Background: an optimization exercise with open tools, aiming at small area, a short achievable clock period and few clock cycles per item. Do not read the settings as production practice. At most, simulation tests tie the RTL to the original design; equivalence was not proved. No activity file was given, so power comes from the tool's default toggle rates.

## north
// flow_proportioned_pump_timer_unit
module flow_proportioned_pump_timer_unit #(
    parameter int WINDOW_MS = 3600000
) (
    input  logic                        i_clk,
    input  logic                        i_rst_n,
    input  logic                        i_tick_valid,
    output logic                        o_tick_ready,
    input  logic                        i_tick,
    output logic                        o_res_valid,
    input  logic                        i_res_ready,
    output logic                        o_pump_on,
    output logic [fppt_pkg::TIME_W-1:0] o_phase_ms,
    output logic [fppt_pkg::TIME_W-1:0] o_on_time_ms,
    output logic [fppt_pkg::TIME_W-1:0] o_off_time_ms,
    output logic [fppt_pkg::CYC_W-1:0]  o_cycles_per_hour,
    output logic [fppt_pkg::MINF_W-1:0] o_min_flow,
    input  logic                        i_cfg_we,
    input  logic [0:0]                  i_cfg_idx,
    input  logic [fppt_pkg::FLOW_W-1:0] i_cfg_wdata
);
For scale: about 3200 cells after synthesis, ~240 flip-flops, ~120 I/O pins, roughly 24000 sq um of cells after synthesis.
export LEC_CHECK = 0
export ABC_AREA = 1
export CAP_MARGIN = 20
export CORE_MARGIN = 2
export CORE_UTILIZATION = 40
export PLACE_DENSITY = 0.6
export SETUP_SLACK_MARGIN = 3.5
export SLEW_MARGIN = 20
create_clock -name core_clock -period 8.0 [get_ports {i_clk}]
run.sh (not shown) runs the stock make flow with config.mk's settings and CLKGATE_MAP_FILE= SYNTH_SCRIPT=/design/flow/synth_recipe.tcl, a recipe that flattens the netlist after the stock synthesis.
Testbench counts of north, summed over its fixed seeds: cycles 4,334, updates 320.
For south, these inputs were changed with respect to north:
- ABC_AREA: 1 -> unset
- CORE_UTILIZATION: 40 -> 60
- PLACE_DENSITY: 0.6 -> 0.75
Results
[south] met3 layer usage reported by global route rose 3.5 points relative to north. Taking north as the reference, in south fraction of standard cell area that is sequential +1.7 points, detailed-router iteration count before antenna repair rose 2, synthesis-to-finish area growth lower, met2 track utilization from global routing now larger. For north, the combinational family with the most area after synthesis was adder cells, unlike south, where it was compound AO/OA/AOI/OAI gates. Diff north -> south: post-route total power -about 9%, internal power -0.76 mW, die area -33%, number of logic inverters in the finished layout -about 60%. Diff north -> south | combinational-cell power consumption | down by more than 10%. south vs north: utilization of the core after routing up in south.
## Diff of input files: east against south
- swapping 60 for 40 in CORE_UTILIZATION
- swapping 0.75 for 0.6 in PLACE_DENSITY
==> comparison <==
Compared with south, power density over the cells in east decreased slightly. Comparing south and east, the higher setup slack of the most critical reg-to-reg path was measured on east. Between south and east, the difference in sequential cell area is negligible. Routed length on met3: higher on south. Summary of east over south: arrival time at the worst endpoint went down; critical path depth went down; worst hold slack went up.
Input changes introduced in west (baseline for comparison: east):
- SETUP_SLACK_MARGIN: 3.5 -> 3.0
Findings:
west finished every step from synthesis to the final layout, and the layout passed the timing, design-rule and antenna checks. Power dissipated in the clock network: east vs west, no meaningful difference. The run with more setup slack is east; west has less. In west relative to east, layout clock buffer count had gone down by more than 10%. Between east and west, the combinational cell fraction of total power is higher for east. Against east, final design area excluding fillers in west fell by a few percent.
## Diff of input files: middle against west
- SETUP_SLACK_MARGIN changed from 3.0 to 3.5
- SLEW_MARGIN changed from 20 to 5
- CAP_MARGIN changed from 20 to 5
[summary]
Going from west to middle, final area moved up, synthesized cell count level, clock-buffer cell count moved down, growth of design area from synthesis to finish moved up, fraction of power spent switching nets moved down.
Non-clock buffer count: middle > west
The minimum clock period of middle was superior to that of west.
Going from west to middle, final wirelength grows by 1900 um.
Of the two values seen for capturing element of the worst setup path, u_seq.r_rem[4]$_DFFE_PP_ was produced by west and r_off[1]$_SDFFCE_PP0P_ by middle.
Critical path depth: lower on west
Per the comparison of middle with west, final-layout worst hold slack decreased 6.0 ps; worst setup slack went up 220 ps.

---

== job 104 ==
Another version of the RTL of flow_proportioned_pump_timer_unit (not shown whole).
Size in the first run: ~240 flip-flops, roughly 120 I/O pins.
Settings: LEC_CHECK=0, CAP_MARGIN=20, CORE_MARGIN=2, CORE_UTILIZATION=40, PLACE_DENSITY=0.6, SETUP_SLACK_MARGIN=3.5, SLEW_MARGIN=20; clock period 8.0 ns.
Having completed the whole flow, job 104 delivered a layout that passed the timing, design-rule and antenna checks.
#### Input delta (job 105 over job 104)
Settings: SETUP_SLACK_MARGIN changed from 3.5 to 4.0.
As of job 105, amount of wire on met2 after detailed routing had risen by a few percent compared to job 104.
The area added between synthesis and finish in job 105 was higher than what job 104 gave.
Relative to job 104, fraction of power consumed by combinational cells has gone up in job 105.
Summary — design area, job 105 relative to job 104: higher, by about 5%.
Any difference in cell count after placement between job 104 and job 105 is small enough to ignore.
Wire: job 105 routes more than job 104
Job 105: global routing usage summed across all routing layers is 0.53 points higher than what job 104 reported.
No functional check of the RTL was part of any run of this note.

---

v6:
Another version of the RTL of flow_proportioned_pump_timer_unit (not shown whole).
Size: roughly 2600 cells after synthesis, roughly 210 flip-flops, about 120 I/O pins, roughly 22000 um2 of cells after synthesis.
export LEC_CHECK = 0
export CAP_MARGIN = 20
export CORE_MARGIN = 2
export CORE_UTILIZATION = 40
export PLACE_DENSITY = 0.6
export SETUP_SLACK_MARGIN = 3.5
export SLEW_MARGIN = 20
create_clock -name core_clock -period 8.0 [get_ports {i_clk}]
v6 finished end to end and its layout was clean on timing, DRC and antenna.
Testbench counts of v6, summed over its fixed seeds: cycles 4,334, updates 320.
Inputs modified between v6 and v7:
Settings: a deleted SETUP_SLACK_MARGIN that had been 3.5.
Notes after the runs:
Compared with v6, count of fill cells added during filler insertion in v7 increased by a few percent.
v7 against v6: number of DRC markers after the initial detailed-route iteration went down; power has decreased; wire length of the first global-routing pass fell 4.2 mm.
The HPWL after detailed placement reported for v7 is greater than that of v6 by 4.1%.
Total global-route track usage in v7 is 0.77 points lower than in v6
Where post-route cell area is concerned, v6 is outperformed by v7.

---

== the baseline ==
Another version of the RTL of flow_proportioned_pump_timer_unit (not shown whole).
Size: about 2,800 cells after synthesis, roughly 230 flip-flops, about 120 I/O pins, ~24,000 um^2 of cells after synthesis.
clock: 8.0 ns
lec_check: 0
cap_margin: 20
core_margin: 2
core_utilization: 40
place_density: 0.6
setup_slack_margin: 3.5
slew_margin: 20
tns_end_percent: 40
The baseline: all stages complete, timing, DRC and antenna checks passed
Testbench counts of the baseline, summed over its fixed seeds: cycles 4,334, updates 320.
diff inputs: the baseline => the candidate
Settings: SETUP_SLACK_MARGIN: 3.5 -> 3.8; TNS_END_PERCENT: 40 -> 10.
==> flow/flow/run.sh (new file) <==
#!/bin/bash
# The standard layout, with the port buffers that ORFS inserts before global placement made of
# plain buf_2 cells (buffer_ports otherwise picks a delay cell here). Every port keeps its buffer.
set -euo pipefail
export BUFFER_PORTS_ARGS="-buffer_cell sky130_fd_sc_hd__buf_2"
bash standard.sh > standard_make.log 2>&1
==> flow/standard.sh (new file) <==
#!/bin/bash
# synth_recipe.tcl (not shown) runs the flow's synth.tcl, then flattens the netlist and writes it again
# the make line also repeats each setting of config.mk as NAME=value (left out here)
make -C /OpenROAD-flow-scripts/flow DESIGN_CONFIG=/design/flow/config.mk WORK_HOME=/design/flow/orfs CLKGATE_MAP_FILE= SYNTH_SCRIPT=/design/flow/synth_recipe.tcl "${@:-finish}"
removed: flow/run.sh
Findings:
Having completed the whole flow, the candidate delivered a layout that passed the timing, design-rule and antenna checks. Any difference in ratio of routed vias to standard cells between the baseline and the candidate is small enough to ignore. Between the baseline and the candidate, the count of multi-input combinational gates does not differ in any meaningful way. The baseline and the candidate ended up with roughly the same worst setup slack after layout. Launching element of the worst setup path: i_cfg_idx[0] -> the baseline, i_cfg_wdata[14] -> the candidate. Changes observed in the candidate relative to the baseline: met2 layer wire length in the routed design went down, combinational group share of total power went up by 0.7 points, count of instances resized after the clock tree is built went down about 7%, met3 track demand over resource in global routing decreased 0.65 points.

---

Setup of onyx:
flow_proportioned_pump_timer_unit again, from the RTL that the note above started with.
Design flow_proportioned_pump_timer_unit, start of the top module:
module flow_proportioned_pump_timer_unit #(
    parameter int WINDOW_MS = 3600000
) (
    input  logic                        i_clk,
    input  logic                        i_rst_n,
    input  logic                        i_tick_valid,
    output logic                        o_tick_ready,
    input  logic                        i_tick,
    output logic                        o_res_valid,
    input  logic                        i_res_ready,
    output logic                        o_pump_on,
    output logic [fppt_pkg::TIME_W-1:0] o_phase_ms,
    output logic [fppt_pkg::TIME_W-1:0] o_on_time_ms,
    output logic [fppt_pkg::TIME_W-1:0] o_off_time_ms,
    output logic [fppt_pkg::CYC_W-1:0]  o_cycles_per_hour,
    output logic [fppt_pkg::MINF_W-1:0] o_min_flow,
    input  logic                        i_cfg_we,
    input  logic [0:0]                  i_cfg_idx,
    input  logic [fppt_pkg::FLOW_W-1:0] i_cfg_wdata
);
    localparam int FW = fppt_pkg::FLOW_W;
    localparam int TW = fppt_pkg::TIME_W;
    localparam logic [TW-1:0] BASE_N1  = TW'(WINDOW_MS);
    localparam logic [TW-1:0] BASE_N4  = TW'(WINDOW_MS / 4);
  ...
==> flow/config.mk <==
export PLATFORM = sky130hd
export DESIGN_NAME = flow_proportioned_pump_timer_unit
export DESIGN_NICKNAME = flow_proportioned_pump_timer_unit
export VERILOG_FILES = /design/flow/design.v
export SDC_FILE = /design/flow/constraint.sdc
export NUM_CORES = 4
export LEC_CHECK = 0
export CAP_MARGIN = 20
export CORE_MARGIN = 2
export CORE_UTILIZATION = 40
export CTS_BUF_LIST = sky130_fd_sc_hd__clkbuf_4 sky130_fd_sc_hd__clkbuf_8
export PLACE_DENSITY = 0.6
export SETUP_SLACK_MARGIN = 3.5
export SLEW_MARGIN = 20
export TNS_END_PERCENT = 10
==> flow/constraint.sdc <==
create_clock -name core_clock -period 8.0 [get_ports {i_clk}]
set_input_delay 1.6000 -clock core_clock [delete_from_list [all_inputs] [get_ports {i_clk}]]
set_output_delay 1.6000 -clock core_clock [all_outputs]
set_load 0.01 [all_outputs]
standard.sh (not shown) runs the stock make flow with config.mk's settings and CLKGATE_MAP_FILE= SYNTH_SCRIPT=/design/flow/synth_recipe.tcl, a recipe that flattens the netlist after the stock synthesis.
==> flow/flow/run.sh <==
#!/bin/bash
# The standard layout, with the port buffers that ORFS inserts before global placement made of
# plain buf_2 cells (buffer_ports otherwise picks a delay cell here). Every port keeps its buffer.
set -euo pipefail
export BUFFER_PORTS_ARGS="-buffer_cell sky130_fd_sc_hd__buf_2"
bash standard.sh > standard_make.log 2>&1
The final layout from onyx, which completed every stage, passed the timing, design-rule and antenna checks at the end of the flow.
Testbench counts of onyx, summed over its fixed seeds: cycles 4,334, updates 320.
> inputs changed (onyx -> raven)
- TNS_END_PERCENT: 10 -> unset
- CTS_BUF_LIST: sky130_fd_sc_hd__clkbuf_4 sky130_fd_sc_hd__clkbuf_8 -> unset
==> flow/run.sh (new file) <==
#!/bin/bash
# synth_recipe.tcl (not shown) runs the flow's synth.tcl, then flattens the netlist and writes it again
# the make line also repeats each setting of config.mk as NAME=value (left out here)
make -C /OpenROAD-flow-scripts/flow DESIGN_CONFIG=/design/flow/config.mk WORK_HOME=/design/flow/orfs CLKGATE_MAP_FILE= SYNTH_SCRIPT=/design/flow/synth_recipe.tcl finish
removed: flow/flow/run.sh
removed: flow/standard.sh
Re worst setup slack: raven and onyx aren't equal, and the lower value belongs to raven.
Peak supply drop: raven worse than onyx
On synthesized-area fraction occupied by adder cells, raven and onyx are basically level.
Looking at raven and onyx, the total net switching power is a wash.
Total power of the final layout went up slightly going from onyx to raven.
Taking onyx as the reference, in raven fraction of the core area covered by cells at the end of the flow went up, sequential share of layout area saw a decrease, hold slack has increased, area overhead of the layout relative to synthesis went up.
For via count, raven and onyx come out practically identical.
[inputs] lagoon vs raven
- an added TNS_END_PERCENT of 10
In lagoon, the worst hold slack came out 0.0059 ns below the value in raven.
Relative to raven, the non-clock buffer count measured on lagoon has increased slightly.
raven → lagoon: power higher; portion of the clock cycle consumed by the worst path in the final layout lower.
lagoon vs raven, met3 usage went down by 0.62 points.
Compared with raven, lagoon shows a clock period minus worst slack that is 0.051 ns lower.
Combinational cell power was lower in the run labelled raven.
In the route summary, lagoon ends up with a via count exceeding that of raven.
Area growth from synthesis to layout, raven and lagoon: larger value in lagoon

-- separate check: timing with driven ports --
The results above use ideal ports. As a check the final layouts listed here were re-extracted and re-timed, cells and wires unchanged. Step 1 assumes that a clkbuf_16 drives the clock port and a buf_2 every other input. Step 2 adds t to the input delays and takes it off the output delays; t is the mean of the earliest and latest rising clock arrival at the registers after step 1. Input paths then give back, and output paths get back, about the clock's delay inside the block. a / b / c = ideal ports / drivers / drivers and shift; a / b = the first two.
| run | t, ns | slack for setup (ns) | worst hold slack (ns) | worst setup path at the end | latest minus earliest clock arrival (ns) |
|---|---|---|---|---|---|
| north | 0.640 | 2.170 / 2.170 / 1.912 | 0.499 / 0.499 / 0.499 | input to register | 0.043 / 0.044 |
| south | 0.623 | 3.095 / 3.095 / 2.534 | 0.489 / 0.489 / 0.489 | input to register | 0.022 / 0.021 |
| east | 0.629 | 3.241 / 3.241 / 2.628 | 0.495 / 0.495 / 0.495 | input to register | 0.021 / 0.020 |
| west | 0.633 | 3.030 / 3.062 / 2.430 | 0.498 / 0.498 / 0.498 | input to register | 0.018 / 0.017 |
| middle | 0.634 | 3.248 / 3.248 / 2.643 | 0.492 / 0.492 / 0.492 | input to register | 0.023 / 0.024 |
| job 104 | 0.617 | 3.455 / 3.324 / 2.707 | 0.480 / 0.480 / 0.480 | input to register | 0.015 / 0.015 |
| job 105 | 0.619 | 3.488 / 3.341 / 2.722 | 0.474 / 0.474 / 0.474 | input to register | 0.024 / 0.024 |
| v6 | 0.629 | 2.680 / 2.626 / 3.088 | 0.440 / 0.440 / 0.440 | register to register | 0.018 / 0.018 |
| v7 | 0.634 | 1.645 / 1.592 / 1.868 | 0.489 / 0.489 / 0.489 | register to register | 0.014 / 0.014 |
| the baseline | 0.627 | 3.380 / 3.223 / 2.595 | 0.490 / 0.490 / 0.490 | input to register | 0.038 / 0.037 |
| the candidate | 0.649 | 3.380 / 3.216 / 2.567 | 0.489 / 0.489 / 0.489 | input to register | 0.018 / 0.018 |
| onyx | 0.668 | 3.389 / 3.256 / 2.587 | 0.491 / 0.491 / 0.491 | input to register | 0.079 / 0.079 |
| raven | 0.647 | 3.303 / 3.147 / 2.501 | 0.498 / 0.498 / 0.498 | input to register | 0.024 / 0.025 |
| lagoon | 0.627 | 3.355 / 3.216 / 2.590 | 0.493 / 0.493 / 0.493 | input to register | 0.039 / 0.039 |
After both steps setup and hold are still met in every run listed. The setup slack of the candidate, which loses most, moves by -0.164 ns with the drivers and by -0.813 ns with both steps.
